What follows belongs to an exercise in optimizing a design on an open flow for small area, a short achievable clock period and few clock cycles; a production flow would make more cautious choices.
No run shown here included a check of the RTL's function; only the layout flow was run.
Power is estimated from default activity; no workload was simulated.

--- design/flow/config.mk ---
export PLATFORM = sky130hd
export DESIGN_NAME = bounded_sorted_set_intersect
export DESIGN_NICKNAME = bounded_sorted_set_intersect
export VERILOG_FILES = /design/flow/design.v
export SDC_FILE = /design/flow/constraint.sdc
export NUM_CORES = 4
export LEC_CHECK = 0
export CAP_MARGIN = 20
export CORE_MARGIN = 2
export CORE_UTILIZATION = 40
export SLEW_MARGIN = 20
--- design/flow/constraint.sdc ---
create_clock -name core_clock -period 5.4 [get_ports {i_clk}]
set_input_delay 1.0800 -clock core_clock [delete_from_list [all_inputs] [get_ports {i_clk}]]
set_output_delay 1.0800 -clock core_clock [all_outputs]
set_load 0.01 [all_outputs]
--- design/flow/design.v ---
`timescale 1ns / 1ps
`default_nettype none
package bsi_pkg;
    localparam logic [1:0] OP_PUSH_LEFT  = 2'd0;
    localparam logic [1:0] OP_PUSH_RIGHT = 2'd1;
    localparam logic [1:0] OP_RUN        = 2'd2;
    typedef struct packed {
        logic push_left;
        logic push_right;
        logic run_start;
        logic skip_adv;
        logic trim_dec;
        logic rd_trim;
        logic merge_i;
        logic merge_j;
        logic ld_elem;
        logic ld_sum;
    } t_cmd;
    typedef struct packed {
        logic j_lt_rend;
        logic i_lt_lcnt;
        logic r_lt_lo;
        logic r_gt_hi;
        logic a_lt_b;
        logic b_lt_a;
        logic out_free;
    } t_status;
endpackage
`default_nettype wire
`timescale 1ns / 1ps
`default_nettype none
module bounded_sorted_set_intersect #(
    parameter int LIST_DEPTH = 32,
    parameter int ID_WIDTH   = 32
) (
    input  wire logic        i_clk,
    input  wire logic        i_rst_n,
    input  wire logic        i_valid,
    output      logic        o_ready,
    input  wire logic [1:0]  i_operation,
    input  wire logic [31:0] i_value,
    input  wire logic [31:0] i_lower_bound,
    input  wire logic [31:0] i_upper_bound,
    output      logic        o_valid,
    input  wire logic        i_ready,
    output      logic [31:0] o_common_value,
    output      logic        o_is_element,
    output      logic [5:0]  o_match_count,
    output      logic        o_last
);
    localparam logic [2:0] F_IDLE  = 3'd0;
    localparam logic [2:0] F_SKIP  = 3'd1;
    localparam logic [2:0] F_TRIM  = 3'd2;
    localparam logic [2:0] F_WINIT = 3'd3;
    localparam logic [2:0] F_WALK  = 3'd4;
    localparam logic [1:0] B_BUB  = 2'd0;
    localparam logic [1:0] B_ELEM = 2'd1;
    localparam logic [1:0] B_END  = 2'd2;
    logic        r_rdy;
    logic        a_v;
    logic [1:0]  a_op;
    logic [31:0] a_val, a_lo, a_hi;
    logic [31:0] lmem [32];
    logic [31:0] rmem [32];
    logic [31:0] matched;
    logic [5:0]  lcnt, rcnt;
    logic        lsorted, rsorted;
    logic [31:0] llast, rlast;
    logic [5:0]  wi, wi1, wj, wj1;
    logic        l_pend, r_pend;
    logic [31:0] hl, hr;
    logic        s_act;
    logic [5:0]  sa, send, scnt;
    logic [31:0] hs;
    logic        ms;
    logic [1:0]  bst;
    logic [31:0] hb;
    logic        mb, bl, bg;
    logic [5:0]  bidx;
    logic [31:0] s_lo, s_hi;
    logic [2:0]  fb;
    logic [5:0]  j0, rend;
    logic        sw_ok, safe;
    logic        r_ov;
    logic [31:0] r_oval;
    logic        r_oel, r_olast;
    logic [5:0]  r_ocnt;
    logic accept, is_l, is_r, is_run, lwe, rwe;
    assign accept = i_valid && r_rdy;
    assign is_l   = a_v && (a_op == bsi_pkg::OP_PUSH_LEFT);
    assign is_r   = a_v && (a_op == bsi_pkg::OP_PUSH_RIGHT);
    assign is_run = a_v && (a_op == bsi_pkg::OP_RUN);
    assign lwe    = is_l && !lcnt[5];
    assign rwe    = is_r && safe && !rcnt[5];
    logic fast_sw, fb_start, fb_fin, sw, drain, hold;
    assign fast_sw  = is_run && sw_ok;
    assign fb_start = is_run && (fb == F_IDLE) && !(lsorted && rsorted) && !s_act;
    assign fb_fin   = (fb == F_WALK) && !(l_pend && r_pend);
    assign sw       = fast_sw || fb_fin;
    assign drain    = is_run ? sw : (is_r ? safe : 1'b1);
    assign hold     = a_v && !drain;
    logic can_step, w_lt, w_gt, adv_i, adv_j, w_match;
    assign can_step = ((fb == F_IDLE) || (fb == F_WALK)) && l_pend && r_pend;
    assign w_lt     = hl < hr;
    assign w_gt     = hr < hl;
    assign adv_i    = can_step && !w_gt;
    assign adv_j    = can_step && !w_lt;
    assign w_match  = can_step && !w_lt && !w_gt;
    logic [4:0]  r_addr;
    logic [31:0] l_rd, r_rd;
    assign r_addr = (fb == F_WINIT) ? j0[4:0] : wj1[4:0];
    assign l_rd   = lmem[wi1[4:0]];
    assign r_rd   = rmem[r_addr];
    logic b_elem, b_end, b_bub, out_free;
    logic s_stop, s_need, s_sum, s_emit, k_go, move, s_start;
    assign b_elem   = (bst == B_ELEM);
    assign b_end    = (bst == B_END);
    assign b_bub    = (bst == B_BUB);
    assign out_free = !r_ov || i_ready;
    assign s_stop   = b_end || (b_elem && bg);
    assign s_need   = b_elem && !bg && mb && !bl;
    assign s_sum    = s_act && s_stop && out_free;
    assign s_emit   = s_act && s_need && out_free;
    assign k_go     = b_bub || (b_elem && bl);
    assign move     = (s_act && !s_stop && (!s_need || out_free))
                   || ((fb == F_SKIP) && k_go)
                   || ((fb == F_TRIM) && !b_end);
    assign s_start  = sw || fb_start;
    logic [5:0] lcnt_n, rcnt_n, wi_n, wj_n, sa_n, rend_n;
    logic       s_act_n, l_pend_n, r_pend_n, lsorted_n, rsorted_n;
    logic [2:0] fb_n;
    logic       a_v_n, sw_ok_n, safe_n, dr_n, rdy_n;
    logic [1:0] op_n;
    logic       last_gt;
    assign last_gt = a_val > (a_op[0] ? rlast : llast);
    always_comb begin
        lcnt_n    = sw ? 6'd0 : (lcnt + {5'd0, lwe});
        rcnt_n    = sw ? 6'd0 : (rcnt + {5'd0, rwe});
        lsorted_n = sw || (lsorted && !(lwe && (lcnt != 6'd0) && !last_gt));
        rsorted_n = sw || (rsorted && !(rwe && (rcnt != 6'd0) && !last_gt));
        if (sw)                 wi_n = 6'd0;
        else if (fb == F_WINIT) wi_n = 6'd0;
        else if (adv_i)         wi_n = wi1;
        else                    wi_n = wi;
        if (sw)                 wj_n = 6'd0;
        else if (fb == F_WINIT) wj_n = j0;
        else if (adv_j)         wj_n = wj1;
        else                    wj_n = wj;
        fb_n = fb;
        case (fb)
            F_IDLE:  if (fb_start) fb_n = F_SKIP;
            F_SKIP:  if (!k_go) fb_n = F_TRIM;
            F_TRIM:  if (b_end) fb_n = F_WINIT;
            F_WINIT: fb_n = F_WALK;
            F_WALK:  if (fb_fin) fb_n = F_IDLE;
            default: fb_n = F_IDLE;
        endcase
        rend_n = rend;
        if (fb == F_SKIP && !k_go) rend_n = bidx;
        if (fb == F_TRIM && b_elem && !bg) rend_n = bidx + 6'd1;
        l_pend_n = wi_n < lcnt_n;
        r_pend_n = wj_n < ((fb_n != F_IDLE) ? rend_n : rcnt_n);
        s_act_n = sw || (s_act && !s_sum);
        sa_n    = s_start ? 6'd0 : (sa + {5'd0, move});
        sw_ok_n = (fb_n == F_IDLE) && lsorted_n && rsorted_n && !(l_pend_n && r_pend_n)
               && !s_act_n;
        safe_n  = !s_act_n || (rcnt_n <= sa_n);
        a_v_n = accept || hold;
        op_n  = accept ? i_operation : a_op;
        if (op_n == bsi_pkg::OP_RUN)             dr_n = sw_ok_n;
        else if (op_n == bsi_pkg::OP_PUSH_RIGHT) dr_n = safe_n;
        else                                     dr_n = 1'b1;
        rdy_n = !a_v_n || dr_n;
    end
    always_ff @(posedge i_clk) begin
        if (accept) begin
            a_op  <= i_operation;
            a_val <= i_value;
            a_lo  <= i_lower_bound;
            a_hi  <= i_upper_bound;
        end
        if (lwe) begin
            lmem[lcnt[4:0]] <= a_val;
            llast <= a_val;
        end
        if (rwe) begin
            rmem[rcnt[4:0]] <= a_val;
            rlast <= a_val;
        end
        if (fb == F_WINIT) hl <= lmem[0];
        else if (adv_i) hl <= (lwe && (lcnt == wi1)) ? a_val : l_rd;
        else if (lwe && (lcnt == wi)) hl <= a_val;
        if (fb == F_WINIT) hr <= r_rd;
        else if (adv_j) hr <= (rwe && (rcnt == wj1)) ? a_val : r_rd;
        else if (rwe && (rcnt == wj)) hr <= a_val;
        wi1 <= wi_n + 6'd1;
        wj1 <= wj_n + 6'd1;
        if (fb == F_WINIT) begin
            matched <= '0;
        end else begin
            if (rwe) matched[rcnt[4:0]] <= 1'b0;
            if (w_match) matched[wj[4:0]] <= 1'b1;
        end
        if (s_start) begin
            hs <= rmem[0];
            ms <= matched[0];
        end else if (move) begin
            hs <= rmem[sa[4:0] + 5'd1];
            ms <= matched[sa[4:0] + 5'd1];
        end
        if (move) begin
            hb   <= hs;
            mb   <= ms;
            bl   <= hs < s_lo;
            bg   <= hs > s_hi;
            bidx <= sa;
        end
        if (fast_sw || fb_start) begin
            s_lo <= a_lo;
            s_hi <= a_hi;
        end else if (fb_fin) begin
            s_lo <= '0;
            s_hi <= '1;
        end
        if (s_start) send <= rcnt;
        if (fb == F_SKIP && !k_go) j0 <= bidx;
        rend <= rend_n;
        if (s_emit) begin
            r_oval  <= hb;
            r_oel   <= 1'b1;
            r_olast <= 1'b0;
            r_ocnt  <= '0;
        end else if (s_sum) begin
            r_oval  <= '0;
            r_oel   <= 1'b0;
            r_olast <= 1'b1;
            r_ocnt  <= scnt;
        end
        if (!i_rst_n) begin
            r_rdy   <= 1'b1;
            a_v     <= 1'b0;
            lcnt    <= '0;
            rcnt    <= '0;
            lsorted <= 1'b1;
            rsorted <= 1'b1;
            wi      <= '0;
            wj      <= '0;
            l_pend  <= 1'b0;
            r_pend  <= 1'b0;
            s_act   <= 1'b0;
            sa      <= '0;
            bst     <= B_BUB;
            scnt    <= '0;
            fb      <= F_IDLE;
            sw_ok   <= 1'b1;
            safe    <= 1'b1;
            r_ov    <= 1'b0;
        end else begin
            r_rdy   <= rdy_n;
            a_v     <= a_v_n;
            lcnt    <= lcnt_n;
            rcnt    <= rcnt_n;
            lsorted <= lsorted_n;
            rsorted <= rsorted_n;
            wi      <= wi_n;
            wj      <= wj_n;
            l_pend  <= l_pend_n;
            r_pend  <= r_pend_n;
            s_act   <= s_act_n;
            sa      <= sa_n;
            fb      <= fb_n;
            sw_ok   <= sw_ok_n;
            safe    <= safe_n;
            if (s_start) bst <= B_BUB;
            else if (move) bst <= (sa < send) ? B_ELEM : B_END;
            if (sw) scnt <= '0;
            else if (s_emit) scnt <= scnt + 6'd1;
            if (s_emit || s_sum) r_ov <= 1'b1;
            else if (i_ready) r_ov <= 1'b0;
        end
    end
    assign o_ready        = r_rdy;
    assign o_valid        = r_ov;
    assign o_common_value = r_oval;
    assign o_is_element   = r_oel;
    assign o_match_count  = r_ocnt;
    assign o_last         = r_olast;
endmodule
`default_nettype wire
--- design/flow/run.sh ---
#!/bin/bash
# synth_recipe.tcl (not shown) runs the flow's synth.tcl, then flattens the netlist and writes it again
# the make line also repeats each setting of config.mk as NAME=value (left out here)
make -C /OpenROAD-flow-scripts/flow DESIGN_CONFIG=/design/flow/config.mk WORK_HOME=/design/flow/orfs CLKGATE_MAP_FILE= SYNTH_SCRIPT=/design/flow/synth_recipe.tcl finish
==> run summary, run 1 <==
status=finished clean; via density per instance=6.03; RSZ-0062 raised after global routing=false; sequential area share after synthesis=69.1%; crit path kind=reg -> reg; # IOs=144; most frequent cells in the layout=edfxtp_1 (2454), mux4_2 (906), nand2_1 (440), clkbuf_16 (284), buf_4 (228); asr flop ratio synth=0%; post-CTS sizing=0; Wirelength per Cell=31.8 microns; initial antenna violation count=21; Post-Syn Area=110000 sq um; top cells by area, synth=edfxtp_1 (67%), mux4_2 (19%), dfxtp_1 (2.0%); CP max stage delay=0.57 ns; Initial Utilization=40.2%; post-synth net total=6036; DRC=0; Worst-Margin Slew=1.26 ns; Area Growth Syn to Fin=15.3%; Hold Crit Class=reg -> reg; Hold Path Origin=ms; vias in the first global route=60000; I/O Buffers=143; Finished Cell Area=127000 sq um; Max Freq=221 MHz; Die W=528 microns; layout cells sized above 1=26.8%; overall routing resource usage=22.4%; Top delay family on crit path=simple AND/OR/NAND/NOR gates; DIE AREA=279000 sq um; top cell type's share of synthesized area=67.1%; synth unique cells=76; DP Area=118000 sq um; hold_buf cts=0; Most used DFF post-synth=edfxtp_1; LEAKAGE=41.1 nW; GR Overflow Total=0; Fillers=22700; Avg Cell Area, Syn=19.0 sq um; Core ar.=273000 sq um; Vias=59900; Final Hold Fails=0; Most Frequent Cell on Critical Path=ha_1; Slew HR=15.0%; CP Capture Type=flip-flop; Post-CTS Setup Inserts=0; clock latency (worst-skew pair)=0.87 ns; fin crit period=4.52 ns; Max FO, Critical Path=7; CP cell instances=inv_1 -> ha_1 -> nand4_1 -> nor4_2 -> nand3_2 -> o311ai_2 -> and3_1 -> mux2i_1 -> a211oi_4 -> ha_1 -> nor2b_1 -> o21ai_0 -> nand2b_1 -> a211oi_1 -> a21oi_1 -> a2111oi_2 -> a211oi_2; CP max-delay cell=nor4_2; Setup Skew=0.0403 ns; max-slew violations=0; CTS Root Buffer Type=clkbuf_16; Sink Count=2565; VDD IR max=0.250 mV; CP arrival=5.25 ns; Routed WL=316000 microns; Req. time, crit path=6.13 ns; commonest non-fill, non-tap cell in the layout=edfxtp_1; MaxCap Viol Count=0; Rows=192; PwrDens=334 nW/um^2; post-route ant nets=0; largest net degree at the start of global routing=79; H-tree levels=5; CTS tree=done; CTS Buf Count=275; Crit. Startpoint=hl[14]; nets@finish=6419; cell count after synthesis=5768; Clk pin slew, worst setup/hold paths=0.06 ns; Critical Path Source Type=flip-flop; global-route wire length before repair=447000 microns; Synth area leader=edfxtp_1; worst path buffer plus inverter count=1; DP Wirelength=186000 microns; setup_tns=0 ns; Max clock buf depth=4; 1st-pass router iterations=5; Die H=528 microns; area taken by multi-input logic gates=32500 sq um; EDFF count, synth=2454; initial DRC count=7312; Setup Viol. Count Final=0; crit share post-route=83.6%; GP Congestion=0.864; FF+latch area=75900 sq um; launching point of the worst reg2reg path=hl[14]; Yosys reg bits=2565; Ys Warns=1
==> state kept, by name, summed over array words and instances, names as in the netlist, 32 cells and up <==
name / flops
s_hi: 32
r_oval: 32
s_lo: 32
a_lo: 32
hr: 32
lmem: 1024
hl: 32
hs: 32
a_hi: 32
hb: 32
llast: 32
rlast: 32
rmem: 1024
matched: 32
a_val: 32
==> layer usage <==
| metal | vias to the layer above | routed length [microns] | GRT usage, % |
|---|---|---|---|
| met5 | - | 13 | 0 |
| li1 | 24400 | - | - |
| met2 | 3091 | 146000 | 34.8 |
| met3 | 524 | 32700 | 5.96 |
| met1 | 31900 | 125000 | 30.6 |
| met4 | 2 | 11100 | 7.83 |
==> final timing paths <==
kind	depth (start not counted)	slack [ns]	end
setup / recovery	17	0.88	r_rdy
hold / removal	0	0.44	mb
setup reg to reg	17	0.88	r_rdy
hold reg to reg	0	0.44	mb
==> Yosys cell counts (all sizes together), types with 41 or more instances <==
library cell,instances
a21o,41
a21oi,94
and2,74
and3,45
buf,156
clkbuf,180
dfxtp,111
edfxtp,2454
ha,166
inv,128
mux2i,116
mux4,906
nand2,444
nand2b,45
nand3,100
nor2,215
o21ai,143
==> cell families after synthesis <==
family | synth area share [%]
AO/OA/AOI/OAI | 2.52
AND/OR/NAND/NOR | 4.49
adder cells (fa/ha/maj) | 1.89
XOR/XNOR | 0.447
buffers and inverters | 1.83
multiplexers | 19.7
flip-flops | 69.1
==> worst register-to-register path: stages, from the launching register on <==
cell       delay, ns
edfxtp_1        0.33
inv_1           0.04
ha_1            0.31
nand4_1         0.18
nor4_2          0.57
nand3_2         0.28
o311ai_2        0.20
and3_1          0.44
mux2i_1         0.18
a211oi_4        0.34
ha_1            0.30
nor2b_1         0.13
o21ai_0         0.17
nand2b_1        0.10
a211oi_1        0.20
a21oi_1         0.15
a2111oi_2       0.39
a211oi_2        0.08
==> power breakdown <==
part / switching [mW] / leakage, nW / internal (mW)
registers: 0.142 / 23.1 / 22.0
clock network: 7.65 / 4.19 / 10.7
logic: 1.13 / 13.8 / 0.696
==> per-stage QoR <==
stage | setup slack (ns) | util (%) | instances | hold slack [ns] | power [mW]
floorplan | 0.121 | - | 5768 | 0.400 | 23.6
global placement | 0.924 | 43.2 | 9462 | 0.411 | 24.4
detailed placement | 0.933 | 43.2 | 9463 | 0.433 | 24.4
CTS | 0.933 | 46.3 | 9932 | 0.440 | 42.6
global route | 0.602 | 46.3 | 9933 | 0.439 | 43.5
finish | 0.885 | 46.3 | 9935 | 0.435 | 42.3
==> layout make-up <==
class	instances	share of cell area (%)
sequential	2565	60.0
inverter	129	0.385
antenna	3	0.00593
multi-input combinational	2738	25.7
tap	3589	3.55
clock inverter	130	0.936
clock buffer	339	5.83
timing repair buffer	442	3.60
==> run 2, diff against run 1 <==
--- a/design/flow/config.mk
+++ b/design/flow/config.mk
@@ -5,7 +5,9 @@
 export SDC_FILE = /design/flow/constraint.sdc
 export NUM_CORES = 4
 export LEC_CHECK = 0
+export ABC_CLOCK_PERIOD_IN_PS = 2800
 export CAP_MARGIN = 20
 export CORE_MARGIN = 2
 export CORE_UTILIZATION = 40
+export SETUP_SLACK_MARGIN = 2.4
 export SLEW_MARGIN = 20
==> run summary, run 2 <==
CTS Buf Count=273 (-0.73%); Initial Utilization=40.2% (unchanged); max-slew violations=0 (unchanged); Final Hold Fails=0 (unchanged); placed insts=9460 (-0.032%); top cell type's share of synthesized area=67.1% (unchanged); count leader, synth=edfxtp_1; # IOs=144 (unchanged); most frequent cells in the layout=edfxtp_1 (2454), mux4_2 (906), nand2_1 (416), buf_4 (366), clkbuf_16 (300); CTS tree=done; CP max-delay cell=nor4_4; nets@finish=6742 (+5.0%); Worst-Margin Slew=1.11 ns (-0.148 ns); Slew HR=25.8% (+11 points); Die H=528 microns (unchanged); synth unique cells=76 (unchanged); Req. time, crit path=6.11 ns (-0.02 ns); initial DRC count=8222 (+12%); Avg Cell Area, Syn=19.0 sq um (unchanged); Critical Path Source Type=flip-flop; post-synth net total=6036 (unchanged); commonest non-fill, non-tap cell in the layout=edfxtp_1; Ys Warns=1 (unchanged); Post-Syn Area=110000 sq um (unchanged); Setup Skew=0.0513 ns (+0.0109 ns); Fillers=22200 (-2.3%); GR Overflow Total=0 (unchanged); Finished Cell Area=133000 sq um (+5.0%); Setup Viol. Count Final=0 (unchanged); hold_buf cts=0 (unchanged); vias in the first global route=62000 (+3.3%); sequential area share after synthesis=69.1% (unchanged); initial antenna violation count=13 (-38%); met1 usage=32.9% (+2.2 points); Hold Crit Class=reg -> reg; CTS Root Buffer Type=clkbuf_16; Vias=62900 (+5.0%); cell count after synthesis=5768 (unchanged); PwrDens=320 nW/um^2 (-4.4%); Max FO, Critical Path=4 (-3); GP Congestion=0.845 (-2.2%); Final Non-Filler Cells=10300 (+3.3%); setup_tns=0 ns (unchanged); MaxCap Viol Count=0 (unchanged); I/O Buffers=143 (unchanged); global-route wire length before repair=467000 microns (+4.5%); crit share post-route=70.7% (-13 points); overall routing resource usage=23.5% (+1.1 points); H-tree levels=5 (unchanged); CP arrival=4.53 ns (-0.72 ns); asr flop ratio synth=0% (unchanged); DP Area=118000 sq um (-0.19%); CP Capture Type=flip-flop; layout cells sized above 1=34.2% (+7.4 points); Routed WL=336000 microns (+6.5%); met3 Use GR=5.90% (-0.058 points); VDD IR max=0.259 mV (+3.5%); CP max stage delay=0.44 ns (-0.13 ns); status=finished clean; DIE AREA=279000 sq um (unchanged); post-route ant nets=0 (unchanged); Synth area leader=edfxtp_1; most common library cells after synthesis=edfxtp_1 (2454), mux4_2 (906), nand2_1 (444), nor2_1 (214), clkbuf_1 (180); CP cell instances=ha_4 -> nand4_1 -> nor4_4 -> a21boi_4 -> o311a_1 -> o211ai_1 -> a31oi_2 -> ha_1 -> a21oi_2 -> nor2b_4 -> o21ai_2 -> nand2b_1 -> a211oi_2 -> a21oi_2 -> a2111oi_4 -> a211oi_2; RSZ-0062 raised after global routing=true; EDFF count, synth=2454 (unchanged); crit path kind=reg -> reg; Sink Count=2565 (unchanged); 1st-pass router iterations=6 (+1); gr busiest metal=met2; Max clock buf depth=4 (unchanged); Yosys reg bits=2565 (unchanged); DRC=0 (unchanged); DP Wirelength=189000 microns (+1.5%); Area Growth Syn to Fin=21.0%; LEAKAGE=43.8 nW (+6.6%); met2 Track Usage GR=35.9% (+1.1 points); Core ar.=273000 sq um (unchanged); top cells by area, synth=edfxtp_1 (67%), mux4_2 (19%), dfxtp_1 (2.0%); clock latency (worst-skew pair)=0.88 ns (about the same); fin crit period=3.82 ns (-0.695 ns); Top delay family on crit path=compound AO/OA/AOI/OAI gates; Most used DFF post-synth=edfxtp_1; largest net degree at the start of global routing=72 (-8.9%); Die W=528 microns (unchanged); worst path buffer plus inverter count=0 (-1); Max Freq=262 MHz (+18%); Rows=192 (unchanged); via density per instance=6.13 (+1.6%); Clk pin slew, worst setup/hold paths=0.06 ns (about the same); Wirelength per Cell=32.8 microns (+3.1%)
## run 2: metrics by stage
| stage | power (mW) | setup slack [ns] | util (%) | hold slack, ns |
|---|---|---|---|---|
| 4_1_cts | 42.6 | 1.69 | 47.9 | 0.419 |
| 3_3_place_gp | 24.4 | 1.05 | 43.0 | 0.420 |
| 6_report | 42.5 | 1.58 | 48.6 | 0.421 |
| 2_1_floorplan | 23.6 | 1.32 | - | 0.400 |
| 5_1_grt | 43.6 | 1.39 | 48.6 | 0.425 |
| 3_5_place_dp | 24.4 | 0.983 | 43.1 | 0.406 |
## run 2: layout make-up
class | instances | area (sq um) | area share, %
Sequential cell | 2565 | 76000 | 57.2
Multi-Input combinational cell | 2741 | 34400 | 25.9
Timing Repair Buffer | 764 | 9030 | 6.80
Clock buffer | 343 | 7380 | 5.55
Tap cell | 3589 | 4490 | 3.38
Clock inverter | 128 | 1110 | 0.837
Inverter | 129 | 498 | 0.375
Antenna cell | 6 | 15.0 | 0.0113
## run 2: repair_timing
| item | in CTS | in global routing |
|---|---|---|
| gates cloned | 36 | 17 |
| buffers inserted | 202 | 73 |
| gates resized for setup | 381 | 233 |
| endpoints found under the hold margin | 0 | 0 |
| pin swaps | 112 | 70 |
| setup endpoints to repair | 1558 | 483 |
## run 2: report_power, final
part	switching (mW)	total [mW]	internal (mW)
logic	1.28	2.12	0.838
registers	0.118	22.1	22.0
clock network	7.73	18.2	10.5
## run 2: worst paths after layout
| kind | start | endpoint | slack, ns | cells past startpoint |
|---|---|---|---|---|
| worst max register to register | hr[11] | r_rdy | 1.58 | 16 |
| worst min-delay path | ms | mb | 0.42 | 0 |
| worst max-delay path | hr[11] | r_rdy | 1.58 | 16 |
| worst min register to register | ms | mb | 0.42 | 0 |
## run 2: routing by layer
metal | wire length [microns] | vias up
met3 | 37800 | 597
li1 | - | 25100
met4 | 12600 | 2
met5 | 13 | -
met1 | 132000 | 33400
met2 | 154000 | 3781
## run 2: cells by family (layout without fill, tap and decap cells)
group	count (synthesis)	after routing	share of synthesized area [%]
DFF	2565	2565	69.1
buffers and inverters	465	1364	1.83
xor gates and xnor gates	56	56	0.447
muxes	1025	1025	19.7
AOI/OAI and AO/OA	431	431	2.52
and+or+nand+nor	1060	1063	4.49
other	0	6	0
adders and majority gates	166	166	1.89

## static timing again, ports no longer ideal
The flow's constraints put no driver on any port. The routed layouts listed below were extracted and timed again, unchanged, in two steps.
Step 1 (the two cells are an assumption about what drives the block):
set clk [get_ports {i_clk}]
set_driving_cell -lib_cell sky130_fd_sc_hd__clkbuf_16 $clk
set_driving_cell -lib_cell sky130_fd_sc_hd__buf_2 [delete_from_list [all_inputs] $clk]
Step 2 adds t to the input delays and takes it off the output delays; t is the mean of the earliest and latest rising clock arrival at the registers after step 1. Input paths then give back, and output paths get back, about the clock's delay inside the block.
Three values: ideal ports, drivers, drivers and shift; two values: the first two.
run	t, ns	setup slack, ns	worst setup path at the end	clock arrival spread, ns	cell pins on the clock port's net
run 1	0.955	0.885 / 0.885 / 0.885	register to register	0.042 / 0.042	1
run 2	0.956	1.580 / 1.580 / 1.198	input to register	0.061 / 0.062	1
After both steps setup and hold are still met in every run listed. The setup slack of run 2, which loses most, moves by 0.000 ns with the drivers and by -0.382 ns with both steps.
